Source: an optimization exercise on an open RTL-to-GDS flow (aim: small area, a short achievable clock period and few clock cycles). Production flows keep margins and buffers that such runs may drop. At most, simulation tests tie the RTL to the original design; equivalence was not proved. The RTL of run 4 was laid out without a check of its function. Power and IR drop assume default switching activity.

===== flow/design.v =====
package riscv_pkg;
  localparam int addr_width = 16;
  localparam int xlen = 32;
  localparam logic [addr_width-1:0] start_pc = 16'h4000;
  localparam logic [6:0] op_lui     = 7'b0110111;
  localparam logic [6:0] op_auipc   = 7'b0010111;
  localparam logic [6:0] op_jal     = 7'b1101111;
  localparam logic [6:0] op_jalr    = 7'b1100111;
  localparam logic [6:0] op_branch  = 7'b1100011;
  localparam logic [6:0] op_load    = 7'b0000011;
  localparam logic [6:0] op_store   = 7'b0100011;
  localparam logic [6:0] op_alu_imm = 7'b0010011;
  localparam logic [6:0] op_alu_reg = 7'b0110011;
  localparam logic [6:0] op_system  = 7'b1110011;
endpackage
`timescale 1ns/1ps
module alu
(
  input  logic [2:0]  funct3,
  input  logic        sub,           
  input  logic        arith,         
  input  logic [31:0] operand_a,
  input  logic [31:0] operand_b,
  output logic [31:0] result,
  output logic [31:0] sum
);
  logic [32:0] wide;
  logic        lt_signed;
  logic        lt_unsigned;
  logic [4:0]  shamt;
  logic        left;
  logic [31:0] sh_in;
  logic [32:0] sh_wide;
  logic [31:0] sh_out;
  logic [31:0] sh_res;
  assign wide = {1'b0, operand_a} + {1'b0, sub ? ~operand_b : operand_b} + {32'd0, sub};
  assign sum = wide[31:0];
  assign lt_unsigned = ~wide[32];
  assign lt_signed = (operand_a[31] ^ operand_b[31]) ? operand_a[31] : wide[31];
  assign shamt = operand_b[4:0];
  assign left = (funct3 == 3'b001);
  always_comb
    for (int i = 0; i < 32; i++)
      sh_in[i] = left ? operand_a[31 - i] : operand_a[i];
  assign sh_wide = $signed({arith & operand_a[31], sh_in}) >>> shamt;
  always_comb
    for (int i = 0; i < 32; i++)
      sh_out[i] = left ? sh_wide[31 - i] : sh_wide[i];
  assign sh_res = sh_out;
  always_comb
  begin
    case (funct3)
      3'b000: result = sum;
      3'b001: result = sh_res;
      3'b010: result = {31'd0, lt_signed};
      3'b011: result = {31'd0, lt_unsigned};
      3'b100: result = operand_a ^ operand_b;
      3'b101: result = sh_res;
      3'b110: result = operand_a | operand_b;
      default: result = operand_a & operand_b;
    endcase
  end
endmodule
`timescale 1ns/1ps
module register_file
(
  input  logic        raw_clk,
  input  logic [31:1] rs1_sel,
  input  logic [31:1] rs2_sel,
  input  logic        rs1_byp,
  input  logic        rs2_byp,
  output logic [31:0] rs1_data,
  output logic [31:0] rs2_data,
  input  logic        rd_we,
  input  logic [4:0]  rd_addr,
  input  logic [31:0] rd_wdata
);
  logic [31:0] regs [1:31];
  always_comb
  begin
    rs1_data = {32{rs1_byp}} & rd_wdata;
    rs2_data = {32{rs2_byp}} & rd_wdata;
    for (int i = 1; i < 32; i++)
    begin
      rs1_data = rs1_data | ({32{rs1_sel[i]}} & regs[i]);
      rs2_data = rs2_data | ({32{rs2_sel[i]}} & regs[i]);
    end
  end
  always_ff @(posedge raw_clk)
  begin
    if (rd_we && rd_addr != 5'd0)
      regs[rd_addr] <= rd_wdata;
  end
endmodule
`timescale 1ns/1ps
module load_store_unit
(
  input  logic [2:0]  st_funct3,
  input  logic [1:0]  st_ea_low,
  input  logic [31:0] store_data,
  output logic [31:0] wdata,
  output logic [3:0]  byte_en,
  input  logic [2:0]  ld_funct3,
  input  logic [1:0]  ld_ea_low,
  input  logic [31:0] rdata,
  output logic [31:0] load_value
);
  logic [7:0]  load_byte;
  logic [15:0] load_half;
  logic        unsigned_load;
  always_comb
  begin
    case (st_funct3[1:0])
      2'b00:
      begin
        wdata = {4{store_data[7:0]}};
        byte_en = 4'b0001 << st_ea_low;
      end
      2'b01:
      begin
        wdata = {2{store_data[15:0]}};
        byte_en = st_ea_low[1] ? 4'b1100 : 4'b0011;
      end
      default:
      begin
        wdata = store_data;
        byte_en = 4'b1111;
      end
    endcase
  end
  assign unsigned_load = ld_funct3[2];
  assign load_byte = rdata[8*ld_ea_low +: 8];
  assign load_half = ld_ea_low[1] ? rdata[31:16] : rdata[15:0];
  always_comb
  begin
    case (ld_funct3[1:0])
      2'b00: load_value = {{24{load_byte[7] & ~unsigned_load}}, load_byte};
      2'b01: load_value = {{16{load_half[15] & ~unsigned_load}}, load_half};
      default: load_value = rdata;
    endcase
  end
endmodule
`timescale 1ns/1ps
module core_control
(
  input  logic                 raw_clk,
  input  logic                 button_reset,
  input  logic                 button_halt,
  input  logic [31:0]          mem_rdata,
  output logic [15:0]          mem_addr,
  output logic [31:0]          mem_wdata,
  output logic [3:0]           mem_byte_en,
  output logic                 mem_enable,
  output logic                 mem_write,
  output logic [2:0]           st_funct3,
  output logic [1:0]           st_ea_low,
  input  logic [31:0]          store_wdata,
  input  logic [3:0]           store_byte_en,
  output logic [2:0]           ld_funct3,
  output logic [1:0]           ld_ea_low,
  input  logic [31:0]          load_value,
  output logic [31:1]          rs1_sel,
  output logic [31:1]          rs2_sel,
  output logic                 rs1_byp,
  output logic                 rs2_byp,
  input  logic [31:0]          rs1_data,
  input  logic [31:0]          rs2_data,
  output logic                 rd_we,
  output logic [4:0]           rd_addr,
  output logic [31:0]          rd_wdata,
  output logic [2:0]           alu_funct3,
  output logic                 alu_sub,
  output logic                 alu_arith,
  output logic [31:0]          operand_a,
  output logic [31:0]          operand_b,
  input  logic [31:0]          alu_result,
  input  logic [31:0]          alu_sum,
  output logic                 halted,
  output logic                 error
);
  logic [15:0] req_addr;
  logic        req_en;
  logic        req_we;
  logic [31:0] req_wdata;
  logic [3:0]  req_be;
  logic        req_fetch;       
  logic        req_load;
  logic [4:0]  req_rd;
  logic [2:0]  req_f3;
  logic [15:0] resp_addr;
  logic        resp_fetch;
  logic        resp_load;
  logic [4:0]  resp_rd;
  logic [2:0]  resp_f3;
  logic [15:0] last_fetch;      
  logic [15:0] seq_addr;
  logic [31:0] ir;
  logic [15:0] ir_pc;
  logic        ir_valid;
  logic        ir_pt;           
  logic [4:0]  rs1_addr;
  logic [4:0]  rs2_addr;
  logic        stopped;
  assign seq_addr    = last_fetch + 16'd4;
  assign mem_addr    = req_addr;
  assign mem_enable  = req_en;
  assign mem_write   = req_we;
  assign mem_wdata   = req_wdata;
  assign mem_byte_en = req_be;
  logic [6:0]  opcode;
  logic [2:0]  funct3;
  logic [4:0]  rd;
  logic        is_lui, is_auipc, is_jal, is_jalr, is_branch;
  logic        is_load, is_store, is_alui, is_alur, is_system, is_unknown;
  logic [31:0] i_imm, s_imm, b_imm, u_imm, j_imm;
  assign opcode = ir[6:0];
  assign funct3 = ir[14:12];
  assign rd     = ir[11:7];
  assign is_lui    = (opcode == riscv_pkg::op_lui);
  assign is_auipc  = (opcode == riscv_pkg::op_auipc);
  assign is_jal    = (opcode == riscv_pkg::op_jal);
  assign is_jalr   = (opcode == riscv_pkg::op_jalr);
  assign is_branch = (opcode == riscv_pkg::op_branch);
  assign is_load   = (opcode == riscv_pkg::op_load);
  assign is_store  = (opcode == riscv_pkg::op_store);
  assign is_alui   = (opcode == riscv_pkg::op_alu_imm);
  assign is_alur   = (opcode == riscv_pkg::op_alu_reg);
  assign is_system = (opcode == riscv_pkg::op_system);
  assign is_unknown = !(is_lui || is_auipc || is_jal || is_jalr || is_branch || is_load ||
                        is_store || is_alui || is_alur || is_system);
  assign i_imm = {{20{ir[31]}}, ir[31:20]};
  assign s_imm = {{20{ir[31]}}, ir[31:25], ir[11:7]};
  assign b_imm = {{19{ir[31]}}, ir[31], ir[7], ir[30:25], ir[11:8], 1'b0};
  assign u_imm = {ir[31:12], 12'h000};
  assign j_imm = {{11{ir[31]}}, ir[31], ir[19:12], ir[20], ir[30:21], 1'b0};
  assign rs1_addr = ir[19:15];
  assign rs2_addr = ir[24:20];
  logic uses_rs1;
  logic uses_rs2;
  logic writes_rd;
  assign uses_rs1  = !(is_lui || is_auipc || is_jal);
  assign uses_rs2  = is_branch || is_store || is_alur;
  assign writes_rd = is_lui || is_auipc || is_jal || is_jalr || is_load || is_alui || is_alur;
  logic hazard;
  logic ld_wb;
  logic ex;
  logic memop;
  logic drop;
  logic halt_btn;
  logic stop_now;
  assign hazard = req_load && (req_rd != 5'd0) &&
                  ((uses_rs1 && rs1_addr == req_rd) || (uses_rs2 && rs2_addr == req_rd) ||
                   (writes_rd && rd == req_rd));
  assign ld_wb  = resp_load;
  assign ex     = ir_valid && !hazard && !ld_wb && !stopped;
  assign memop    = ex && (is_load || is_store);
  assign drop     = resp_fetch && ir_valid && !ex;
  logic [31:0] d_word;
  logic        d_is_jal;
  logic        d_is_bb;
  logic [15:0] d_offset;
  logic [15:0] d_target;
  assign d_word   = mem_rdata;
  assign d_is_jal = (d_word[6:0] == riscv_pkg::op_jal);
  assign d_is_bb  = (d_word[6:0] == riscv_pkg::op_branch) && d_word[31];
  assign d_offset = d_is_jal ? {d_word[15:12], d_word[20], d_word[30:21], 1'b0}
                             : {{4{d_word[31]}}, d_word[7], d_word[30:25], d_word[11:8], 1'b0};
  assign d_target = resp_addr + d_offset;
  logic [15:0] c_fetch_addr   [2];
  logic [15:0] c_req_addr     [2];
  logic        c_resp_fetch   [2];
  logic        c_ir_valid     [2];
  logic        c_ir_pt        [2];
  for (genvar k = 0; k < 2; k++)
  begin : g_outcome
    logic bt;
    logic redir;
    logic pt_taken;
    logic pt_fall;
    logic d_take;
    logic pred;
    logic squash_rdata;
    logic squash_inflight;
    assign bt       = (k == 1);
    assign redir    = ex && !ir_pt && (is_jal || is_jalr || (is_branch && bt));
    assign pt_taken = ex && ir_pt && is_branch && bt;
    assign pt_fall  = ex && ir_pt && is_branch && !bt;
    assign squash_rdata = redir || pt_taken;
    assign d_take   = resp_fetch && (!ir_valid || ex) && !squash_rdata;
    assign pred     = d_take && !memop && !redir && !pt_fall &&
                      (d_is_jal || (d_is_bb && req_fetch));
    assign squash_inflight = redir || pt_fall || drop || (pred && d_is_jal);
    assign c_fetch_addr[k] = redir   ? jump_target :
                             pt_fall ? link + 16'd4 :
                             pred    ? d_target :
                             drop    ? resp_addr :
                                       seq_addr;
    assign c_req_addr[k]   = memop ? alu_sum[15:0] : c_fetch_addr[k];
    assign c_resp_fetch[k] = req_fetch && !squash_inflight;
    assign c_ir_valid[k]   = (!ir_valid || ex) ? (resp_fetch && !squash_rdata) : ir_valid;
    assign c_ir_pt[k]      = (!ir_valid || ex) ? pred : (ir_pt && !drop);
  end
  assign halt_btn = !button_halt && !error;
  assign stop_now = halt_btn || (ex && (is_system || is_unknown)) || stopped;
  logic branch_taken;
  logic cmp_eq;
  logic cmp_ltu;
  logic cmp_lt;
  assign cmp_eq  = (rs1_data == rs2_data);
  assign cmp_ltu = (rs1_data < rs2_data);
  assign cmp_lt  = (rs1_data[31] ^ rs2_data[31]) ? rs1_data[31] : cmp_ltu;
  assign branch_taken = (funct3[2] ? (funct3[1] ? cmp_ltu : cmp_lt) : cmp_eq) ^ funct3[0];
  assign alu_funct3 = funct3;
  assign alu_sub    = is_branch || ((is_alur || is_alui) && funct3[2:1] == 2'b01) ||
                      (is_alur && funct3 == 3'b000 && ir[30]);
  assign alu_arith  = ir[30];
  assign operand_a  = rs1_data;
  assign operand_b  = (is_alur || is_branch) ? rs2_data : is_store ? s_imm : i_imm;
  logic [15:0] pc_target;
  logic [15:0] jump_target;
  logic [15:0] link;
  logic [31:0] aux_value;
  assign pc_target   = ir_pc + (is_jal ? j_imm[15:0] : b_imm[15:0]);
  assign jump_target = is_jalr ? {alu_sum[15:2], 2'b00} : pc_target;
  assign link        = ir_pc + 16'd4;
  assign aux_value   = is_lui   ? u_imm :
                       is_auipc ? ({16'h0000, ir_pc} + u_imm) :
                                  {16'h0000, link};
  logic        w_we;
  logic [4:0]  w_rd;
  logic [31:0] w_data;
  logic        wb_we;
  logic [4:0]  wb_rd;
  logic [31:0] wb_data;
  assign w_we   = ld_wb || (ex && writes_rd);
  assign w_rd   = ld_wb ? resp_rd : rd;
  assign w_data = ld_wb ? load_value : ((is_alur || is_alui) ? alu_result : aux_value);
  assign rd_we    = wb_we;
  assign rd_addr  = wb_rd;
  assign rd_wdata = wb_data;
  logic       take;
  logic [4:0] rs1_next;
  logic [4:0] rs2_next;
  logic       byp1_next;
  logic       byp2_next;
  assign take      = !ir_valid || ex;
  assign rs1_next  = take ? mem_rdata[19:15] : rs1_addr;
  assign rs2_next  = take ? mem_rdata[24:20] : rs2_addr;
  assign byp1_next = w_we && (w_rd == rs1_next) && (rs1_next != 5'd0);
  assign byp2_next = w_we && (w_rd == rs2_next) && (rs2_next != 5'd0);
  assign ld_funct3 = resp_f3;
  assign ld_ea_low = resp_addr[1:0];
  assign st_funct3 = funct3;
  assign st_ea_low = alu_sum[1:0];
  assign halted = stopped && !error;
  always_ff @(posedge raw_clk)
  begin
    req_wdata <= store_wdata;
    req_be    <= store_byte_en;
    req_rd    <= rd;
    req_f3    <= funct3;
    resp_addr <= req_addr;
    resp_rd   <= req_rd;
    resp_f3   <= req_f3;
    if (!ir_valid || ex)
    begin
      ir    <= mem_rdata;
      ir_pc <= resp_addr;
    end
    for (int i = 1; i < 32; i++)
    begin
      rs1_sel[i] <= (rs1_next == 5'(i)) && !byp1_next;
      rs2_sel[i] <= (rs2_next == 5'(i)) && !byp2_next;
    end
    rs1_byp <= byp1_next;
    rs2_byp <= byp2_next;
    wb_rd   <= w_rd;
    wb_data <= w_data;
    ir_pt <= branch_taken ? c_ir_pt[1] : c_ir_pt[0];
    if (!button_reset)
    begin
      req_addr   <= riscv_pkg::start_pc;
      req_en     <= 1'b1;
      req_we     <= 1'b0;
      req_fetch  <= 1'b1;
      req_load   <= 1'b0;
      last_fetch <= riscv_pkg::start_pc;
      resp_fetch <= 1'b0;
      resp_load  <= 1'b0;
      ir_valid   <= 1'b0;
      wb_we      <= 1'b0;
      stopped    <= 1'b0;
      error      <= 1'b0;
    end
    else
    begin
      resp_fetch <= branch_taken ? c_resp_fetch[1] : c_resp_fetch[0];
      resp_load  <= req_load;
      wb_we      <= w_we;
      ir_valid   <= branch_taken ? c_ir_valid[1] : c_ir_valid[0];
      if (stop_now)
      begin
        req_en    <= 1'b0;
        req_we    <= 1'b0;
        req_fetch <= 1'b0;
        req_load  <= 1'b0;
        stopped   <= 1'b1;
        if (!halt_btn && !stopped && ex && is_unknown)
          error <= 1'b1;
      end
      else
      begin
        req_en    <= 1'b1;
        req_we    <= memop && is_store;
        req_fetch <= !memop;
        req_load  <= memop && is_load;
        req_addr  <= branch_taken ? c_req_addr[1] : c_req_addr[0];
        if (!memop)
          last_fetch <= branch_taken ? c_fetch_addr[1] : c_fetch_addr[0];
      end
    end
  end
endmodule
`timescale 1ns/1ps
module riscv_core
(
  input  logic                raw_clk,
  input  logic                button_reset,
  input  logic                button_halt,
  output logic [15:0]         mem_addr,
  output logic [31:0]         mem_wdata,
  output logic [3:0]          mem_byte_en,
  output logic                mem_enable,
  output logic                mem_write,
  input  logic [31:0]         mem_rdata,
  output logic                halted,
  output logic                error
);
  logic [2:0]  st_funct3;
  logic [1:0]  st_ea_low;
  logic [31:0] store_wdata;
  logic [3:0]  store_byte_en;
  logic [2:0]  ld_funct3;
  logic [1:0]  ld_ea_low;
  logic [31:0] load_value;
  logic [31:1] rs1_sel;
  logic [31:1] rs2_sel;
  logic        rs1_byp;
  logic        rs2_byp;
  logic [31:0] rs1_data;
  logic [31:0] rs2_data;
  logic        rd_we;
  logic [4:0]  rd_addr;
  logic [31:0] rd_wdata;
  logic [2:0]  alu_funct3;
  logic        alu_sub;
  logic        alu_arith;
  logic [31:0] operand_a;
  logic [31:0] operand_b;
  logic [31:0] alu_result;
  logic [31:0] alu_sum;
  core_control i_control
  (
    .raw_clk       (raw_clk),
    .button_reset  (button_reset),
    .button_halt   (button_halt),
    .mem_rdata     (mem_rdata),
    .mem_addr      (mem_addr),
    .mem_wdata     (mem_wdata),
    .mem_byte_en   (mem_byte_en),
    .mem_enable    (mem_enable),
    .mem_write     (mem_write),
    .st_funct3     (st_funct3),
    .st_ea_low     (st_ea_low),
    .store_wdata   (store_wdata),
    .store_byte_en (store_byte_en),
    .ld_funct3     (ld_funct3),
    .ld_ea_low     (ld_ea_low),
    .load_value    (load_value),
    .rs1_sel       (rs1_sel),
    .rs2_sel       (rs2_sel),
    .rs1_byp       (rs1_byp),
    .rs2_byp       (rs2_byp),
    .rs1_data      (rs1_data),
    .rs2_data      (rs2_data),
    .rd_we         (rd_we),
    .rd_addr       (rd_addr),
    .rd_wdata      (rd_wdata),
    .alu_funct3    (alu_funct3),
    .alu_sub       (alu_sub),
    .alu_arith     (alu_arith),
    .operand_a     (operand_a),
    .operand_b     (operand_b),
    .alu_result    (alu_result),
    .alu_sum       (alu_sum),
    .halted        (halted),
    .error         (error)
  );
  register_file i_register_file
  (
    .raw_clk  (raw_clk),
    .rs1_sel  (rs1_sel),
    .rs2_sel  (rs2_sel),
    .rs1_byp  (rs1_byp),
    .rs2_byp  (rs2_byp),
    .rs1_data (rs1_data),
    .rs2_data (rs2_data),
    .rd_we    (rd_we),
    .rd_addr  (rd_addr),
    .rd_wdata (rd_wdata)
  );
  alu i_alu
  (
    .funct3       (alu_funct3),
    .sub          (alu_sub),
    .arith        (alu_arith),
    .operand_a    (operand_a),
    .operand_b    (operand_b),
    .result       (alu_result),
    .sum          (alu_sum)
  );
  load_store_unit i_load_store_unit
  (
    .st_funct3  (st_funct3),
    .st_ea_low  (st_ea_low),
    .store_data (rs2_data),
    .wdata      (store_wdata),
    .byte_en    (store_byte_en),
    .ld_funct3  (ld_funct3),
    .ld_ea_low  (ld_ea_low),
    .rdata      (mem_rdata),
    .load_value (load_value)
  );
endmodule

===== flow/flow/run.sh =====
#!/bin/bash
set -euo pipefail
export SETUP_SLACK_MARGIN=${MARGIN:-7}
bash standard.sh > standard_flow.log 2>&1

===== flow/standard.sh =====
#!/bin/bash
# synth_recipe.tcl (not shown) runs the flow's synth.tcl, then flattens the netlist and writes it again
# the make line also repeats each setting of config.mk as NAME=value (left out here)
make -C /OpenROAD-flow-scripts/flow DESIGN_CONFIG=/design/flow/config.mk WORK_HOME=/design/flow/orfs CLKGATE_MAP_FILE= SYNTH_SCRIPT=/design/flow/synth_recipe.tcl "${@:-finish}"

===== flow/config.mk =====
export PLATFORM = sky130hd
export DESIGN_NAME = riscv_core
export DESIGN_NICKNAME = riscv_core
export VERILOG_FILES = /design/flow/design.v
export SDC_FILE = /design/flow/constraint.sdc
export NUM_CORES = 4
export LEC_CHECK = 0
export CAP_MARGIN = 20
export CORE_MARGIN = 2
export CORE_UTILIZATION = 40
export SLEW_MARGIN = 20

===== flow/constraint.sdc =====
create_clock -name core_clock -period 12.0 [get_ports {raw_clk}]
set_input_delay 2.4000 -clock core_clock [delete_from_list [all_inputs] [get_ports {raw_clk}]]
set_output_delay 2.4000 -clock core_clock [all_outputs]
set_load 0.01 [all_outputs]

==> results of run 1 <==
state kept, by name, indices dropped and copies added (netlist names), 16 cells and up:
register,flops
i_register_file.regs,992
i_control.ir,32
i_control.req_wdata,32
i_control.wb_data,32
i_control.rs1_sel,31
i_control.rs2_sel,31
i_control.ir_pc,16
i_control.last_fetch,16
i_control.req_addr,16
i_control.resp_addr,16
synth_stat cells, types with 16 or more instances:
library cell | number | area (um2)
edfxtp_1 | 1040 | 31200
ha_1 | 163 | 2040
o221ai_1 | 16 | 140
o21ai_0 | 203 | 1020
clkbuf_1 | 268 | 1010
nand2b_1 | 20 | 125
o211ai_1 | 53 | 398
nor2b_1 | 31 | 194
nor4_1 | 42 | 263
o21a_1 | 21 | 158
mux2i_1 | 90 | 901
nand3_1 | 162 | 811
nor3_1 | 38 | 190
mux2_2 | 16 | 180
nand2_1 | 267 | 1000
a22o_1 | 64 | 561
or4_1 | 29 | 218
a21oi_1 | 267 | 1340
and3_1 | 21 | 131
a31oi_1 | 23 | 144
a22oi_1 | 939 | 7050
a221oi_1 | 67 | 587
dfxtp_1 | 212 | 4240
inv_1 | 135 | 507
a21o_1 | 48 | 360
buf_1 | 58 | 218
nand4_1 | 230 | 1440
nor2_1 | 280 | 1050
a211oi_1 | 35 | 263
xnor2_1 | 96 | 841
xor2_1 | 58 | 508
o31ai_1 | 19 | 143
cell type report:
| type | count | area share, % |
|---|---|---|
| Antenna cell | 15 | 0.0514 |
| Inverter | 142 | 0.768 |
| Clock buffer | 190 | 5.37 |
| Clock inverter | 58 | 0.861 |
| Timing Repair inverter | 1 | 0.00686 |
| Sequential cell | 1252 | 48.8 |
| Multi-Input combinational cell | 3513 | 34.7 |
| Tap cell | 2030 | 3.48 |
| Timing Repair Buffer | 427 | 5.97 |
per-stage QoR:
| step | util (%) | hold WS (ps) | worst slack [ps] | area (um2) | power (uW) |
|---|---|---|---|---|---|
| finish | 48.0 | 327 | 6820 | 73000 | 12200 |
| CTS | 47.1 | 326 | 6890 | 71600 | 11900 |
| global placement | 43.1 | 310 | 5260 | 65500 | 7520 |
| floorplan | - | 310 | 6490 | 61400 | 6320 |
| detailed placement | 43.1 | 314 | 5310 | 65600 | 7520 |
| global route | 48.0 | 327 | 6830 | 73000 | 12400 |
kinds of logic (layout without fill, tap and decap cells):
logic type	Yosys count	after routing	share of synthesized area, %
AOI/OAI and AO/OA	1875	1875	21.6
xor gates and xnor gates	154	154	2.20
adders and majority gates	167	167	3.46
buffers and inverters	485	818	3.04
DFF	1252	1252	57.9
muxes	110	110	1.91
other	0	15	0
and+or+nand+nor	1206	1207	9.89
power breakdown:
| part | internal (uW) | leakage [uW] | total [uW] | switching (uW) |
|---|---|---|---|---|
| Clock | 2440 | 0.00222 | 4310 | 1870 |
| Sequential | 4830 | 0.0115 | 4970 | 140 |
| Combinational | 944 | 0.0116 | 2900 | 1950 |
layer usage:
metal,part of all wire (%),global-route usage (%)
met1,33,47.4
met5,0.17,0.369
met2,40,56.0
met3,17,19.6
met4,11,31.3
final timing paths:
path	startpoint	end	slack (ps)
max	i_control.rs1_sel[28]$_DFF_P_	i_control.last_fetch[14]$_SDFFE_PN1P_	6820
min	i_control.req_f3[0]$_DFF_P_	i_control.resp_f3[0]$_DFF_P_	330
max reg2reg	i_control.rs1_sel[28]$_DFF_P_	i_control.last_fetch[14]$_SDFFE_PN1P_	6820
min reg2reg	i_control.req_f3[0]$_DFF_P_	i_control.resp_f3[0]$_DFF_P_	330
repair_timing:
| action | 4_1_cts | 5_1_grt |
|---|---|---|
| resized for setup | 269 | 174 |
| setup endpoints to repair | 128 | 92 |
| gates cloned | 6 | 8 |
| pin swaps | 26 | 52 |
| setup buffers | 60 | 53 |
==> qor.yml, run 1 <==
synthesis:
  synth-edff-count: 1040
  synth_cell_types: 94
  synthesis.nets: 5451
  ys_seq_area_share_pct: 57.9
  avgSynthCellArea_um2: 11.7
  syn_area_um2: 61300
  postSynthCellCount: 5249
  synth_ff_type: "edfxtp_1"
  ys_async_sr_fraction_pct: 0
  yosysWarnings: 9
  synth_seq_cells: 1252
grt:
  grt_pass1_wl_um: 437000
  track_usage_pct: 40.3
  grt_pass1_vias: 52768
  overflow: 0
  antenna_found_initial: 21
  grt_max_degree: 65
clock_network:
  clockBufferDepth: 3
  cts.sinks: 1252
  postCtsHoldBufs: 0
  htreeDepth: 4
  tritoncts.num_buffers: 135
  cts-root-buf: "clkbuf_16"
  clk_pin_slew_ps: 70
  cts_tree: "built"
  worstSkewPairLatency_ps: 810
critical_path:
  path_class: "reg2reg"
  path_max_fanout: 17
  cp_slowest_cell: "o21ai_2"
  crit_chain: "buf_4 > buf_4 > a22oi_1 > nand4_1 > nor4_2 > buf_4 > inv_1 > ha_1 > a22o_1 > nor3_1 > o21ai_0 > o2111ai_1 > a21boi_1 > o21ai_2 > nand4_1 > buf_4 > a21o_1 > a21oi_4 > buf_12 > nor2_1 > a211o_1 > o211ai_1"
  crit_path_end_kind: "flip-flop"
  start_kind: "flip-flop"
  crit_buf_inv: 6
  critPathArrivalTime_ps: 5880
  path_depth: 22
  rr_worst_depth: 22
  slowest_delay_ps: 420
  crit_top_cell: "buf_4"
  cp.required_ps: 12690
  crit_family: "compound AO/OA/AOI/OAI gates"
timing:
  setup-violations-final: 0
  finalCriticalPeriod_ps: 5180
  fin_skew_ps: 51.0
  slew_violations: 0
  hold_viol_final: 0
  fin_setup_tns_ps: 0
  fin_crit_sh_pct: 43.2
  worst_pin_slew_ps: 1260
  fmax_mhz: 193
  rsz0062_at_grt: "yes"
  timing.slew.headroom_pct: 16.2
power_and_ir_drop:
  vdd_drop_max_mv: 0.157
  p_per_area_nw_per_um2: 167
  leakage_uw: 0.0252
detailed_routing:
  num_vias: 56794
  routed_via_density: 7.45
  dr.pass1.iters: 14
  drt_iter0_drc: 11978
  wirelength_um: 329000
  drc_errors: 0
  drtAntennaViolNets: 0
  wl_per_cell_um: 43.1
floorplan:
  die_w_um: 395
  io_pins: 91
  rows: 143
  core_um2: 152000
  dieHeight_um: 395
  dieArea_um2: 156000
  start_util_pct: 40.3
finish:
  syn2layout_area_growth_pct: 19.1
  fin_nets: 5674
  fin_cells: 7628
  fill_cells: 13544
  ff_latch_area_um2: 35600
  final_common_cell: "edfxtp_1"
  multi_input_area_um2: 25300
  layout_common_cells: "1040 x edfxtp_1, 934 x a22oi_1, 256 x nand2_1"
  drive_gt1_share_pct: 16.2
placed_design:
  dp_hpwl_um: 192000
  routabilityCongestion: 1.00
  dp_cells: 7238
  io_buffer_count: 90
status:
  status: "no timing/DRC/antenna violations"
worst_hold_path:
  hp-class: "reg2reg"
  min_path_cells: 0
flow_run:
  drv_cap: 0
Testbench counts, summed over its fixed seeds: cycles 132,078.
==> inputs of run 2 (changes only) <==
--- a/flow/design.v
+++ b/flow/design.v
@@ -52,3 +52,2 @@
     case (funct3)
-      3'b000: result = sum;
       3'b001: result = sh_res;
@@ -58,2 +57,3 @@
       3'b101: result = sh_res;
+      3'b000: result = operand_a ^ operand_b;
       3'b110: result = operand_a | operand_b;
@@ -260,4 +260,4 @@
   logic        d_is_bb;
-  logic [15:0] d_offset;
-  logic [15:0] d_target;
+  logic [15:0] d_target_j;
+  logic [15:0] d_target_b;
   assign d_word   = mem_rdata;
@@ -265,7 +265,7 @@
   assign d_is_bb  = (d_word[6:0] == riscv_pkg::op_branch) && d_word[31];
-  assign d_offset = d_is_jal ? {d_word[15:12], d_word[20], d_word[30:21], 1'b0}
-                             : {{4{d_word[31]}}, d_word[7], d_word[30:25], d_word[11:8], 1'b0};
-  assign d_target = resp_addr + d_offset;
+  assign d_target_j = resp_addr + {d_word[15:12], d_word[20], d_word[30:21], 1'b0};
+  assign d_target_b = resp_addr + {{4{d_word[31]}}, d_word[7], d_word[30:25], d_word[11:8], 1'b0};
   logic [15:0] c_fetch_addr   [2];
-  logic [15:0] c_req_addr     [2];
+  logic        c_pred_j       [2];
+  logic        c_pred_b       [2];
   logic        c_resp_fetch   [2];
@@ -292,8 +292,8 @@
     assign squash_inflight = redir || pt_fall || drop || (pred && d_is_jal);
-    assign c_fetch_addr[k] = redir   ? jump_target :
+    assign c_fetch_addr[k] = redir   ? pc_target :
                              pt_fall ? link + 16'd4 :
-                             pred    ? d_target :
                              drop    ? resp_addr :
                                        seq_addr;
-    assign c_req_addr[k]   = memop ? alu_sum[15:0] : c_fetch_addr[k];
+    assign c_pred_j[k]     = pred && d_is_jal;
+    assign c_pred_b[k]     = pred && !d_is_jal;
     assign c_resp_fetch[k] = req_fetch && !squash_inflight;
@@ -302,2 +302,8 @@
   end
+  logic use_ea;
+  logic pred_j;
+  logic pred_b;
+  assign use_ea = memop || (ex && is_jalr);
+  assign pred_j = branch_taken ? c_pred_j[1] : c_pred_j[0];
+  assign pred_b = branch_taken ? c_pred_b[1] : c_pred_b[0];
   assign halt_btn = !button_halt && !error;
@@ -313,3 +319,3 @@
   assign alu_funct3 = funct3;
-  assign alu_sub    = is_branch || ((is_alur || is_alui) && funct3[2:1] == 2'b01) ||
+  assign alu_sub    = ((is_alur || is_alui) && funct3[2:1] == 2'b01) ||
                       (is_alur && funct3 == 3'b000 && ir[30]);
@@ -317,5 +323,8 @@
   assign operand_a  = rs1_data;
-  assign operand_b  = (is_alur || is_branch) ? rs2_data : is_store ? s_imm : i_imm;
+  assign operand_b  = is_alur ? rs2_data : i_imm;
+  logic [15:0] ea_sum;
+  logic [15:0] ea_addr;
+  assign ea_sum  = rs1_data[15:0] + (is_store ? s_imm[15:0] : i_imm[15:0]);
+  assign ea_addr = {ea_sum[15:2], ea_sum[1:0] & {2{!is_jalr}}};
   logic [15:0] pc_target;
-  logic [15:0] jump_target;
   logic [15:0] link;
@@ -323,3 +332,2 @@
   assign pc_target   = ir_pc + (is_jal ? j_imm[15:0] : b_imm[15:0]);
-  assign jump_target = is_jalr ? {alu_sum[15:2], 2'b00} : pc_target;
   assign link        = ir_pc + 16'd4;
@@ -336,3 +344,6 @@
   assign w_rd   = ld_wb ? resp_rd : rd;
-  assign w_data = ld_wb ? load_value : ((is_alur || is_alui) ? alu_result : aux_value);
+  logic        w_sum;
+  assign w_sum  = (is_alur || is_alui) && (funct3 == 3'b000);
+  assign w_data = ld_wb ? load_value :
+                  w_sum ? alu_sum : ((is_alur || is_alui) ? alu_result : aux_value);
   assign rd_we    = wb_we;
@@ -353,3 +364,3 @@
   assign st_funct3 = funct3;
-  assign st_ea_low = alu_sum[1:0];
+  assign st_ea_low = ea_sum[1:0];
   assign halted = stopped && !error;
@@ -416,4 +427,17 @@
         req_load  <= memop && is_load;
-        req_addr  <= branch_taken ? c_req_addr[1] : c_req_addr[0];
-        if (!memop)
+        if (pred_j)
+          req_addr <= d_target_j;
+        else if (pred_b)
+          req_addr <= d_target_b;
+        else if (use_ea)
+          req_addr <= ea_addr;
+        else
+          req_addr <= branch_taken ? c_fetch_addr[1] : c_fetch_addr[0];
+        if (pred_j)
+          last_fetch <= d_target_j;
+        else if (pred_b)
+          last_fetch <= d_target_b;
+        else if (ex && is_jalr)
+          last_fetch <= ea_addr;
+        else if (!memop)
           last_fetch <= branch_taken ? c_fetch_addr[1] : c_fetch_addr[0];
==> flow/flow/run.sh (replaced) <==
#!/bin/bash
set -euo pipefail
export SETUP_SLACK_MARGIN=${MARGIN:-6.8}
bash standard.sh > standard_flow.log 2>&1
--- a/flow/config.mk
+++ b/flow/config.mk
@@ -10,2 +10,4 @@
 export CORE_UTILIZATION = 40
+export CTS_CLUSTER_DIAMETER = 100
+export CTS_CLUSTER_SIZE = 20
 export SLEW_MARGIN = 20
==> run 2 against run 1 <==
Compared with the run above: non-clock buffer count grew 5; largest power group unchanged; area after synthesis grew 2.1%; utilization decreased by 1.5 points; final cell count hardly changed; via count about the same; sequential share of layout area up 0.33 points; clock power shrank 34%; hold slack worse by 6.9 ps; fmax is 3.3% lower; wire length increased by 2.7%.
==> qor.yml, run 2 <==
placed_design:
  dp_cells: 7347  # +1.5%
  dp_slack_ps: 4820  # -491 ps
  io_buffer_count: 90  # unchanged
  routabilityCongestion: 1.04  # +3.2%
  dpl_cell_area_um2: 66600  # +1.6%
  dp_hpwl_um: 201000  # +4.4%
critical_path:
  cp.required_ps: 12520  # -170 ps
  path_max_fanout: 16  # -1
  path_class: "in2reg"
  critPathArrivalTime_ps: 5880  # about the same
  start_kind: "input port"
  crit_path_end_kind: "flip-flop"
floorplan:
  die_w_um: 400  # +1.0%
  core_um2: 156000  # +2.5%
  start_util_pct: 40.2  # -0.14 points
  rows: 145  # +1.4%
  dieHeight_um: 400  # +1.0%
  dieArea_um2: 160000  # +2.1%
  io_pins: 91  # unchanged
detailed_routing:
  drtAntennaViolNets: 0  # unchanged
  wl_per_cell_um: 44.3  # +2.7%
  drc_errors: 0  # unchanged
  routed_via_density: 7.44  # about the same
  num_vias: 56784  # -0.018%
  wirelength_um: 338000  # +2.7%
  drt_iter0_drc: 11763  # -1.8%
  dr.pass1.iters: 10  # -4
synthesis:
  yosysWarnings: 10  # +1
  synth_ff_type: "edfxtp_1"
  post_synth_most_frequent_cells: "1040 x edfxtp_1, 932 x a22oi_1, 282 x nor2_1"
  synth-edff-count: 1040  # unchanged
  ys_seq_area_share_pct: 56.7  # -1.2 points
  ys_async_sr_fraction_pct: 0  # unchanged
  synth_seq_cells: 1252  # unchanged
  yosysMostFrequentCell: "edfxtp_1"
  yosysTopAreaCellShare_pct: 49.9  # -1.1 points
  synthesis.nets: 5570  # +2.2%
  synth_cell_types: 107  # +14%
  syn_area_um2: 62600  # +2.1%
  avgSynthCellArea_um2: 11.7  # +0.31%
  postSynthCellCount: 5343  # +1.8%
  yosysTopAreaCell: "edfxtp_1"
  ys_top_cells_by_area: "edfxtp_1 50%, a22oi_1 11%, dfxtp_1 6.8%, ha_1 3.7%, nand4_1 2.3%"
power_and_ir_drop:
  combPwrFrac_pct: 25.4  # +1.6 points
  power_frac_seq_pct: 47.3  # +6.5 points
  p_per_area_nw_per_um2: 144  # -14%
  internal_power_uw: 6950  # -15%
  switchingPower_uw: 3460  # -13%
  vdd_drop_max_mv: 0.120  # -24%
  switching_share_pct: 33.2  # +0.67 points
  clkPwrFrac_pct: 27.3  # -8.1 points
  leakage_uw: 0.0248  # -1.8%
timing:
  worst_pin_slew_ps: 1230  # -32.0 ps
  timing.slew.headroom_pct: 18.3  # +2.1 points
  fin_setup_tns_ps: 0  # unchanged
  slew_violations: 0  # unchanged
  fmax_mhz: 187  # -3.3%
  fin_ws_ps: 6640  # -177 ps
  setup-violations-final: 0  # unchanged
  fin_skew_ps: 49.1  # -1.89 ps
  fin_crit_sh_pct: 44.7  # +1.5 points
  hold_viol_final: 0  # unchanged
  rsz0062_at_grt: "yes"
  finalCriticalPeriod_ps: 5360  # +177 ps
grt:
  grt_pass1_wl_um: 445000  # +1.9%
  track_usage_pct: 40.5  # +0.22 points
  grt_max_degree: 57  # -12%
  grt_pass1_vias: 52425  # -0.65%
  overflow: 0  # unchanged
  antenna_found_initial: 9  # -57%
finish:
  layout_common_cells: "1040 x edfxtp_1, 916 x a22oi_1, 249 x nand2_1"
  fin_area_um2: 72500  # -0.65%
  fill_cells: 13854  # +2.3%
  syn2layout_area_growth_pct: 15.9
  fin_nets: 5734  # +1.1%
  postLayoutCoreUtil_pct: 46.5  # -1.5 points
  fin_cells: 7631  # +0.039%
  drive_gt1_share_pct: 15.1  # -1.0 points
  largest_reg_flops: 992  # unchanged
  max_flop_register: "i_register_file.regs"
  final_common_cell: "edfxtp_1"
clock_network:
  tritoncts.num_buffers: 77  # -43%
  cts_tree: "built"
  postCtsHoldBufs: 0  # unchanged
  htreeDepth: 3  # -1
  worstSkewPairLatency_ps: 750  # -60 ps
  clockBufferDepth: 3  # unchanged
  cts.sinks: 1252  # unchanged
  clk_pin_slew_ps: 90  # +20 ps
  cts-root-buf: "clkbuf_16"
flow_run:
  drv_cap: 0  # unchanged
worst_hold_path:
  hp-class: "reg2reg"
status:
  status: "no timing/DRC/antenna violations"
==> run 2: cell count changes after synthesis, sizes merged, moves of 13 or more <==
| cell | before | now |
|---|---|---|
| ha | 163 | 186 |
| nand2b | 20 | 35 |
| a221oi | 67 | 82 |
| a31oi | 24 | 38 |
| nand2 | 268 | 254 |
| a21o | 48 | 61 |
| o22ai | 4 | 18 |
| o21ai | 213 | 180 |
| xor2 | 58 | 83 |
| nand3 | 162 | 123 |
| o211ai | 54 | 31 |
| mux2i | 90 | 124 |
| nor3 | 39 | 93 |
==> run 2: per-layer routing <==
metal	global-route usage, %	share of wire, %
met2	57.6	40
met4	29.9	9.9
met3	14.7	15
met5	0.182	0.021
met1	50.4	34
==> run 2: final timing paths <==
| check | slack [ps] | from | depth (start not counted) | endpoint |
|---|---|---|---|---|
| setup / recovery | 6640 | mem_rdata[31] | 7 | i_control.wb_data[16]$_DFF_P_ |
| hold / removal | 320 | i_control.req_f3[0]$_DFF_P_ | 0 | i_control.resp_f3[0]$_DFF_P_ |
| setup reg to reg | 6650 | i_control.rs2_sel[14]$_DFF_P_ | 20 | i_control.wb_data[30]$_DFF_P_ |
| hold reg to reg | 320 | i_control.req_f3[0]$_DFF_P_ | 0 | i_control.resp_f3[0]$_DFF_P_ |
==> run 2: per-stage QoR <==
step	hold WS, ps	total power (uW)
detailed placement	315	7290
CTS	317	10200
floorplan	310	6220
global route	324	10600
global placement	311	7290
finish	320	10400
==> run 2: area by class of cell <==
class / instances / area, um2 / area share, %
multi-input combinational: 3602 / 26600 / 36.6
timing repair buffer: 432 / 4750 / 6.55
sequential: 1252 / 35700 / 49.2
clock buffer: 121 / 2120 / 2.93
inverter: 142 / 586 / 0.807
clock inverter: 16 / 229 / 0.316
antenna: 8 / 20.0 / 0.0276
tap: 2058 / 2570 / 3.55
==> run 2: critical path, stage by stage <==
cell and delay [ps]:
clkdlybuf4s50_1 930, mux4_2 370, nand2b_1 100, a211o_1 320
nand2_1 440, a21oi_1 310, a2111oi_2 990
==> run 2: power groups by stage <==
stage               logic [uW]  registers, uW  clock network [uW]
finish                    2640           4920                2840
floorplan                 1200           5020                   0
CTS                       2430           4920                2830
detailed placement        2260           5030                   0
global route              2720           4930                2980
global placement          2260           5030                   0
==> run 2: cell families (layout without fill, tap and decap cells) <==
family                     after synthesis  count (layout)  share of synthesized area (%)
xor gates and xnor gates               181             181                           2.53
buffers and inverters                  489             711                           3.06
DFF                                   1252            1252                           56.7
adders and majority gates              194             194                           3.94
muxes                                  151             151                           2.55
and+or+nand+nor                       1219            1219                           10.1
other                                    0               8                              0
AOI/OAI and AO/OA                     1857            1857                           21.1
==> run 2: what timing repair did <==
item | in CTS | in global routing
setup endpoints to repair | 67 | 54
cloned | 5 | 12
pin swaps | 34 | 57
setup buffers | 54 | 68
gates resized for setup | 330 | 181
Testbench counts of run 2, summed over its fixed seeds: cycles 132,078.
==> inputs of run 3 (changes only) <==
--- a/flow/config.mk
+++ b/flow/config.mk
@@ -10,4 +10,2 @@
 export CORE_UTILIZATION = 40
-export CTS_CLUSTER_DIAMETER = 100
-export CTS_CLUSTER_SIZE = 20
 export SLEW_MARGIN = 20
==> run 3 against run 2 <==
Compared with the run above: via count rose by 1.7%; still clean on timing, DRC and antenna; cell area rose by 3.7%; first-iteration DRC count rose by 0.94%; sequential cell count did not move.
==> qor.yml, run 3 <==
status:
  status: "no timing/DRC/antenna violations"
detailed_routing:
  routed_via_density: 7.41  # -0.35%
  dr.pass1.iters: 13  # +3
  drc_errors: 0  # unchanged
  wirelength_um: 343000  # +1.4%
  drtAntennaViolNets: 0  # unchanged
  num_vias: 57748  # +1.7%
  drt_iter0_drc: 11874  # +0.94%
  wl_per_cell_um: 44.0  # -0.69%
worst_hold_path:
  hp-class: "reg2reg"
placed_design:
  routabilityCongestion: 1.04  # unchanged
  io_buffer_count: 90  # unchanged
  dp_hpwl_um: 201000  # unchanged
  dp_slack_ps: 4820  # unchanged
synthesis:
  yosysTopAreaCell: "edfxtp_1"
  yosysWarnings: 10  # unchanged
  synth_ff_type: "edfxtp_1"
  post_synth_most_frequent_cells: "1040 x edfxtp_1, 932 x a22oi_1, 282 x nor2_1"
  synth_seq_cells: 1252  # unchanged
  yosysMostFrequentCell: "edfxtp_1"
  synth-edff-count: 1040  # unchanged
  ys_async_sr_fraction_pct: 0  # unchanged
  ys_top_cells_by_area: "edfxtp_1 50%, a22oi_1 11%, dfxtp_1 6.8%, ha_1 3.7%, nand4_1 2.3%"
  syn_area_um2: 62600  # unchanged
  synthesis.nets: 5570  # unchanged
  synth_cell_types: 107  # unchanged
  avgSynthCellArea_um2: 11.7  # unchanged
  ys_seq_area_share_pct: 56.7  # unchanged
  postSynthCellCount: 5343  # unchanged
  yosysTopAreaCellShare_pct: 49.9  # unchanged
finish:
  max_flop_register: "i_register_file.regs"
  final_common_cell: "edfxtp_1"
  multi_input_area_um2: 26600  # about the same
  layout_common_cells: "1040 x edfxtp_1, 913 x a22oi_1, 250 x nand2_1"
  fin_nets: 5823  # +1.6%
  syn2layout_area_growth_pct: 20.2
  drive_gt1_share_pct: 17.3  # +2.2 points
  largest_reg_flops: 992  # unchanged
  postLayoutCoreUtil_pct: 48.3  # +1.7 points
  fill_cells: 13661  # -1.4%
  ff_latch_area_um2: 35700  # about the same
power_and_ir_drop:
  clkPwrFrac_pct: 36.1  # +8.8 points
  switchingPower_uw: 3810  # +10%
  internal_power_uw: 8110  # +17%
  p_per_area_nw_per_um2: 158  # +10%
  leakage_uw: 0.0261  # +5.1%
  vdd_drop_max_mv: 0.164  # +37%
  total_power_uw: 11900  # +15%
  power_frac_seq_pct: 41.4  # -5.9 points
  combPwrFrac_pct: 22.5  # -2.9 points
  switching_share_pct: 32.0  # -1.2 points
clock_network:
  clockBufferDepth: 3  # unchanged
  postCtsHoldBufs: 0  # unchanged
  cts.sinks: 1252  # unchanged
  htreeDepth: 4  # +1
  cts_tree: "built"
  cts-root-buf: "clkbuf_16"
  tritoncts.num_buffers: 137  # +78%
  worstSkewPairLatency_ps: 830  # +80 ps
  clk_pin_slew_ps: 60  # -30 ps
timing:
  slew_violations: 0  # unchanged
  hold_slack_ps: 328  # +8.11 ps
  fin_crit_sh_pct: 43.9  # -0.75 points
  fmax_mhz: 190  # +1.7%
  rsz0062_at_grt: "yes"
  timing.slew.headroom_pct: 20.8  # +2.5 points
  finalCriticalPeriod_ps: 5270  # -89.6 ps
  fin_setup_tns_ps: 0  # unchanged
  fin_ws_ps: 6730  # +89.6 ps
  fin_skew_ps: 68.6  # +19.5 ps
  hold_viol_final: 0  # unchanged
  setup-violations-final: 0  # unchanged
  worst_pin_slew_ps: 1190  # -37.5 ps
critical_path:
  critPathArrivalTime_ps: 5980  # +100 ps
  slowest_delay_ps: 600  # -390 ps
  cp_slowest_cell: "or4_4"
  path_max_fanout: 32  # +16
  crit_path_end_kind: "flip-flop"
  crit_family: "simple AND/OR/NAND/NOR gates"
  crit_chain: "buf_8 > a22oi_1 > nand4_1 > nor4_4 > buf_6 > clkinvlp_4 > ha_1 > nand4_1 > a21oi_1 > o311a_4 > or4_4 > nand3_4 > o41ai_4 > buf_6 > nor2b_4 > buf_8 > and3_1 > or4_1 > o31ai_2"
  path_class: "reg2reg"
  cp.required_ps: 12710  # +190 ps
  crit_buf_inv: 5  # +4
  reg2reg_slack_ps: 6730  # +80 ps
  start_kind: "flip-flop"
floorplan:
  rows: 145  # unchanged
  dieHeight_um: 400  # unchanged
  start_util_pct: 40.2  # unchanged
  io_pins: 91  # unchanged
  dieArea_um2: 160000  # unchanged
  core_um2: 156000  # unchanged
  die_w_um: 400  # unchanged
flow_run:
  drv_cap: 0  # unchanged
grt:
  grt_max_degree: 57  # unchanged
  grt_pass1_wl_um: 450000  # +1.1%
  overflow: 0  # unchanged
  track_usage_pct: 41.1  # +0.59 points
  antenna_found_initial: 12  # +3
  grt_pass1_vias: 53237  # +1.5%
-- run 3: changes by cell type in the layout (fill, tap and decap cells not counted), moves of 7 or more --
cell	before	now
buf_4	227	241
bufinv_16	0	7
clkbuf_1	42	26
clkbuf_16	89	152
clkbuf_8	2	11
clkinv_1	1	14
clkinv_16	2	9
clkinv_2	2	23
clkinvlp_4	12	24
diode_2	8	22
-- run 3: final timing paths --
check,end,startpoint,cells after the start
setup / recovery,i_control.req_addr[9]$_SDFFE_PN0P_,i_control.rs1_sel[20]$_DFF_P_,19
hold reg to reg,i_control.resp_f3[1]$_DFF_P_,i_control.req_f3[1]$_DFF_P_,0
hold / removal,i_control.resp_f3[1]$_DFF_P_,i_control.req_f3[1]$_DFF_P_,0
setup reg to reg,i_control.req_addr[9]$_SDFFE_PN0P_,i_control.rs1_sel[20]$_DFF_P_,19
-- run 3: cell type report --
| cell class | instances | share of cell area (%) |
|---|---|---|
| flip-flops and latches | 1252 | 47.4 |
| multi-input cells | 3602 | 35.3 |
| repair buffers | 461 | 6.92 |
| clock buffers | 175 | 4.92 |
| well taps | 2058 | 3.42 |
| clock inverters | 76 | 1.17 |
| inverters | 142 | 0.780 |
| diodes | 22 | 0.0732 |
-- run 3: kinds of logic after synthesis --
family                     count (synthesis)  share of synthesized area, %
xor gates and xnor gates                 181                          2.53
and+or+nand+nor                         1219                          10.1
buffers and inverters                    489                          3.06
DFF                                     1252                          56.7
AOI/OAI and AO/OA                       1857                          21.1
muxes                                    151                          2.55
adders and majority gates                194                          3.94
-- run 3: what timing repair did --
| action | CTS | global route |
|---|---|---|
| pin swaps | 38 | 67 |
| buffers inserted | 56 | 88 |
| endpoints found under the setup margin | 67 | 52 |
| cloned | 9 | 15 |
| resized for setup | 349 | 152 |
-- run 3: through the flow --
stage,cells,area (um2)
6_report,7788,75200
5_1_grt,7769,75200
4_1_cts,7663,73400
3_5_place_dp,7347,66600
3_3_place_gp,7347,66600
2_1_floorplan,5343,62600
-- run 3: layer usage --
metal | global-route usage [%] | wire (um)
met1 | 50.5 | 118000
met2 | 58.2 | 137000
met3 | 15.8 | 53000
met4 | 31.0 | 34800
met5 | 0 | 277
-- run 3: power groups by stage --
stage               sequential, uW  combinational (uW)  clock [uW]
detailed placement            5030                2260           0
floorplan                     5020                1200           0
global route                  4940                2750        4470
finish                        4930                2680        4310
global placement              5030                2260           0
CTS                           4930                2440        4310
==> inputs of run 4 (changes only) <==
--- a/flow/design.v
+++ b/flow/design.v
@@ -199,3 +199,2 @@
   logic        ir_valid;
-  logic        ir_pt;           
   logic [4:0]  rs1_addr;
@@ -257,18 +256,5 @@
   assign drop     = resp_fetch && ir_valid && !ex;
-  logic [31:0] d_word;
-  logic        d_is_jal;
-  logic        d_is_bb;
-  logic [15:0] d_target_j;
-  logic [15:0] d_target_b;
-  assign d_word   = mem_rdata;
-  assign d_is_jal = (d_word[6:0] == riscv_pkg::op_jal);
-  assign d_is_bb  = (d_word[6:0] == riscv_pkg::op_branch) && d_word[31];
-  assign d_target_j = resp_addr + {d_word[15:12], d_word[20], d_word[30:21], 1'b0};
-  assign d_target_b = resp_addr + {{4{d_word[31]}}, d_word[7], d_word[30:25], d_word[11:8], 1'b0};
   logic [15:0] c_fetch_addr   [2];
-  logic        c_pred_j       [2];
-  logic        c_pred_b       [2];
   logic        c_resp_fetch   [2];
   logic        c_ir_valid     [2];
-  logic        c_ir_pt        [2];
   for (genvar k = 0; k < 2; k++)
@@ -277,33 +263,12 @@
     logic redir;
-    logic pt_taken;
-    logic pt_fall;
-    logic d_take;
-    logic pred;
-    logic squash_rdata;
-    logic squash_inflight;
-    assign bt       = (k == 1);
-    assign redir    = ex && !ir_pt && (is_jal || is_jalr || (is_branch && bt));
-    assign pt_taken = ex && ir_pt && is_branch && bt;
-    assign pt_fall  = ex && ir_pt && is_branch && !bt;
-    assign squash_rdata = redir || pt_taken;
-    assign d_take   = resp_fetch && (!ir_valid || ex) && !squash_rdata;
-    assign pred     = d_take && !memop && !redir && !pt_fall &&
-                      (d_is_jal || (d_is_bb && req_fetch));
-    assign squash_inflight = redir || pt_fall || drop || (pred && d_is_jal);
-    assign c_fetch_addr[k] = redir   ? pc_target :
-                             pt_fall ? link + 16'd4 :
-                             drop    ? resp_addr :
-                                       seq_addr;
-    assign c_pred_j[k]     = pred && d_is_jal;
-    assign c_pred_b[k]     = pred && !d_is_jal;
-    assign c_resp_fetch[k] = req_fetch && !squash_inflight;
-    assign c_ir_valid[k]   = (!ir_valid || ex) ? (resp_fetch && !squash_rdata) : ir_valid;
-    assign c_ir_pt[k]      = (!ir_valid || ex) ? pred : (ir_pt && !drop);
+    assign bt    = (k == 1);
+    assign redir = ex && (is_jal || is_jalr || (is_branch && bt));
+    assign c_fetch_addr[k] = redir ? pc_target :
+                             drop  ? resp_addr :
+                                     seq_addr;
+    assign c_resp_fetch[k] = req_fetch && !redir && !drop;
+    assign c_ir_valid[k]   = (!ir_valid || ex) ? (resp_fetch && !redir) : ir_valid;
   end
   logic use_ea;
-  logic pred_j;
-  logic pred_b;
   assign use_ea = memop || (ex && is_jalr);
-  assign pred_j = branch_taken ? c_pred_j[1] : c_pred_j[0];
-  assign pred_b = branch_taken ? c_pred_b[1] : c_pred_b[0];
   assign halt_btn = !button_halt && !error;
@@ -389,3 +354,2 @@
     wb_data <= w_data;
-    ir_pt <= branch_taken ? c_ir_pt[1] : c_ir_pt[0];
     if (!button_reset)
@@ -427,7 +391,3 @@
         req_load  <= memop && is_load;
-        if (pred_j)
-          req_addr <= d_target_j;
-        else if (pred_b)
-          req_addr <= d_target_b;
-        else if (use_ea)
+        if (use_ea)
           req_addr <= ea_addr;
@@ -435,7 +395,3 @@
           req_addr <= branch_taken ? c_fetch_addr[1] : c_fetch_addr[0];
-        if (pred_j)
-          last_fetch <= d_target_j;
-        else if (pred_b)
-          last_fetch <= d_target_b;
-        else if (ex && is_jalr)
+        if (ex && is_jalr)
           last_fetch <= ea_addr;
==> run 4 against run 3 <==
Compared with the run above: still clean; total power down 5.7%; area after synthesis down 4.4%; via count decreased by 6.4%; utilization is 0.70 points lower; first-iteration DRC count shrank 5.8%; sequential cell count decreased by 1; worst setup slack better by 26 ps; cell area is 6.3% lower; sequential power down 1%; clock-buffer cell count increased by 5.
==> qor.yml, run 4 <==
detailed_routing:
  drc_errors: 0  # unchanged
  dr.pass1.iters: 13  # unchanged
  num_vias: 54029  # -6.4%
  drtAntennaViolNets: 0  # unchanged
  drt_iter0_drc: 11189  # -5.8%
  wirelength_um: 312000  # -8.9%
  wl_per_cell_um: 43.5  # -1.3%
  routed_via_density: 7.52  # +1.4%
clock_network:
  worstSkewPairLatency_ps: 790  # -40 ps
  cts-root-buf: "clkbuf_16"
  tritoncts.num_buffers: 135  # -1.5%
  cts.sinks: 1251  # -0.080%
  clk_pin_slew_ps: 60  # about the same
  postCtsHoldBufs: 0  # unchanged
  cts_tree: "built"
  clockBufferDepth: 3  # unchanged
  htreeDepth: 4  # unchanged
power_and_ir_drop:
  vdd_drop_max_mv: 0.149  # -8.9%
  switchingPower_uw: 3310  # -13%
  leakage_uw: 0.0239  # -8.2%
  power_frac_seq_pct: 43.4  # +2.0 points
  switching_share_pct: 29.4  # -2.5 points
  combPwrFrac_pct: 18.1  # -4.4 points
  internal_power_uw: 7930  # -2.2%
  p_per_area_nw_per_um2: 159  # +0.63%
  clkPwrFrac_pct: 38.5  # +2.4 points
critical_path:
  crit_family: "compound AO/OA/AOI/OAI gates"
  cp_slowest_cell: "nor4_4"
  crit_path_end_kind: "flip-flop"
  slowest_delay_ps: 420  # -180 ps
  path_max_fanout: 18  # -44%
  path_depth: 21  # +2
  start_kind: "flip-flop"
  crit_chain: "buf_4 > buf_12 > a22oi_1 > nand4_1 > nor4_4 > buf_6 > clkinvlp_4 > ha_1 > a21o_1 > a21oi_1 > nor2b_1 > o211ai_1 > a21oi_2 > a2111oi_4 > o221ai_4 > mux2i_2 > o211a_4 > buf_12 > mux2i_4 > nor2_1 > o32ai_1"
  critPathArrivalTime_ps: 5910  # -70 ps
  crit_top_cell: "buf_12"
  rr_worst_depth: 21  # +2
  startpoint: "i_control.rs1_sel[26]$_DFF_P_"
  cp.required_ps: 12660  # -50 ps
  crit_buf_inv: 5  # unchanged
  reg2reg_slack_ps: 6760  # +30 ps
  path_class: "reg2reg"
  regToRegStartpoint: "i_control.rs1_sel[26]$_DFF_P_"
worst_hold_path:
  min_path_cells: 0  # unchanged
  hp-class: "reg2reg"
  hp-start: "i_control.req_f3[0]$_DFF_P_"
timing:
  hold_viol_final: 0  # unchanged
  fin_setup_tns_ps: 0  # unchanged
  finalCriticalPeriod_ps: 5240  # -26.2 ps
  fin_crit_sh_pct: 43.7  # -0.22 points
  fmax_mhz: 191  # +0.50%
  hold_slack_ps: 332  # +4.12 ps
  setup-violations-final: 0  # unchanged
  fin_skew_ps: 40.8  # -27.8 ps
  worst_pin_slew_ps: 1230  # +44.6 ps
  rsz0062_at_grt: "yes"
  slew_violations: 0  # unchanged
  timing.slew.headroom_pct: 17.6  # -3.2 points
placed_design:
  dp_hpwl_um: 187000  # -7.0%
  io_buffer_count: 90  # unchanged
  dpl_cell_area_um2: 64100  # -3.8%
  dp_cells: 6865  # -6.6%
  routabilityCongestion: 1.04  # about the same
grt:
  antenna_found_initial: 11  # -1
  grt_max_degree: 62  # +8.8%
  grt_pass1_vias: 50170  # -5.8%
  grt_pass1_wl_um: 417000  # -7.4%
  track_usage_pct: 39.6  # -1.5 points
  overflow: 0  # unchanged
floorplan:
  core_um2: 148000  # -4.9%
  dieHeight_um: 391  # -2.2%
  rows: 141  # -2.8%
  io_pins: 91  # unchanged
  die_w_um: 391  # -2.2%
  start_util_pct: 40.4  # +0.21 points
  dieArea_um2: 153000  # -4.4%
finish:
  fin_cells: 7183  # -7.8%
  largest_reg_flops: 992  # unchanged
  syn2layout_area_growth_pct: 17.8
  max_flop_register: "i_register_file.regs"
  fin_nets: 5333  # -8.4%
  final_common_cell: "edfxtp_1"
  fin_area_um2: 70500  # -6.3%
  layout_common_cells: "1040 x edfxtp_1, 913 x a22oi_1, 233 x nand2_1"
  drive_gt1_share_pct: 14.4  # -3.0 points
flow_run:
  drv_cap: 0  # unchanged
synthesis:
  post_synth_most_frequent_cells: "1040 x edfxtp_1, 915 x a22oi_1, 283 x clkbuf_1"
  yosysWarnings: 7  # -3
  yosysTopAreaCell: "edfxtp_1"
  yosysMostFrequentCell: "edfxtp_1"
  ys_async_sr_fraction_pct: 0  # unchanged
  synth_seq_cells: 1251  # -0.080%
  synth_cell_types: 80  # -25%
  synthesis.nets: 5159  # -7.4%
  ys_seq_area_share_pct: 59.3  # +2.6 points
  postSynthCellCount: 4958  # -7.2%
  syn_area_um2: 59800  # -4.4%
  ys_top_cells_by_area: "edfxtp_1 52%, a22oi_1 11%, dfxtp_1 7.1%, ha_1 3.4%, mux2i_1 2.5%"
  synth_ff_type: "edfxtp_1"
  synth-edff-count: 1040  # unchanged
  avgSynthCellArea_um2: 12.1  # +3.0%
  yosysTopAreaCellShare_pct: 52.2  # +2.3 points
status:
  status: "no timing/DRC/antenna violations"
run 4: cell types whose count changed after synthesis, moves of 23 or more:
cell,delta
nor3_1,-33
a21oi_1,-33
o21ai_0,-46
buf_2,-23
nor2_1,-55
ha_1,-24
xor2_1,-23
mux2i_1,+29
run 4: repair_timing:
item                       CTS  global route
pin swaps                   10            28
gates resized for setup    143           162
setup endpoints to repair   94            78
setup buffers               11            45
cloned                       0             4
run 4: layout make-up:
class / instances / area [um2]
well taps: 1930 / 2410
repair buffers: 371 / 3750
clock buffers: 180 / 3710
flip-flops and latches: 1251 / 35600
fillers: 13164 / 77700
inverters: 141 / 558
diodes: 8 / 20.0
clock inverters: 70 / 863
multi-input cells: 3232 / 23600
run 4: routing by layer:
layer / track usage [%] / wire length, um
met5: 1.15 / 646
met4: 25.8 / 29500
met2: 56.0 / 124000
met1: 47.7 / 103000
met3: 19.1 / 55000
run 4: power groups by stage:
stage | Combinational [uW] | Sequential (uW) | Clock (uW)
finish | 2030 | 4870 | 4330
global route | 2090 | 4880 | 4500
CTS | 1850 | 4870 | 4340
detailed placement | 1790 | 4970 | 0
global placement | 1800 | 4960 | 0
floorplan | 968 | 4950 | 0
run 4: kinds of logic after synthesis:
| kind of cell | synth area share, % |
|---|---|
| AO/OA/AOI/OAI | 20.3 |
| flip-flops | 59.3 |
| AND/OR/NAND/NOR | 8.87 |
| buffers and inverters | 3.00 |
| multiplexers | 2.90 |
| adder cells (fa/ha/maj) | 3.52 |
| XOR/XNOR | 2.17 |
run 4: worst register-to-register path, cell delays in order (launching register included):
cell	delay (ps)
dfxtp_2	310
buf_4	300
buf_12	300
a22oi_1	170
nand4_1	170
nor4_4	420
buf_6	300
clkinvlp_4	250
ha_1	260
a21o_1	150
a21oi_1	130
nor2b_1	70
o211ai_1	310
a21oi_2	130
a2111oi_4	340
o221ai_4	260
mux2i_2	270
o211a_4	240
buf_12	180
mux2i_4	250
nor2_1	60
o32ai_1	280
run 4: per-stage QoR:
step	util [%]	power, uW	worst slack (ps)
finish	47.6	11200	6760
global route	47.6	11500	6700
detailed placement	43.3	6760	5530
global placement	43.3	6760	5440
floorplan	-	5910	6870
CTS	46.8	11100	6720
run 4: path summary, 6_finish.rpt:
path / end
worst min register to register: i_control.resp_f3[0]$_DFF_P_
worst min-delay path: i_control.resp_f3[0]$_DFF_P_
worst max-delay path: i_control.last_fetch[10]$_SDFFE_PN0P_
worst max register to register: i_control.last_fetch[10]$_SDFFE_PN0P_

port drivers added, routing unchanged:
Ports are ideal in the flow. The routed layouts listed here were re-timed in OpenROAD. Step 1 assumes that a clkbuf_16 drives the clock port and a buf_2 every other input. Step 2, shift: input delay + t, output delay - t, t = (earliest + latest rising clock arrival at the registers) / 2. This alone moves slack from input paths to output paths. a / b / c = ideal ports / drivers / drivers and shift; a / b = the first two.
run | t (ns) | setup WS [ns] | slew at the worst register clock pin (ns) | worst data-port slew with drivers (ns)
run 1 | 0.871 | 6.817 / 6.816 / 6.136 | 0.07 / 0.07 | 0.05
run 2 | 0.813 | 6.639 / 6.651 / 5.886 | 0.10 / 0.10 | 0.05
run 3 | 0.883 | 6.729 / 6.729 / 5.985 | 0.07 / 0.07 | 0.05
run 4 | 0.851 | 6.755 / 6.755 / 6.279 | 0.07 / 0.07 | 0.06
After both steps setup and hold are still met in every run listed. For run 2, which loses most, drivers alone change the setup slack by +0.012 ns; drivers and shift together by -0.753 ns.
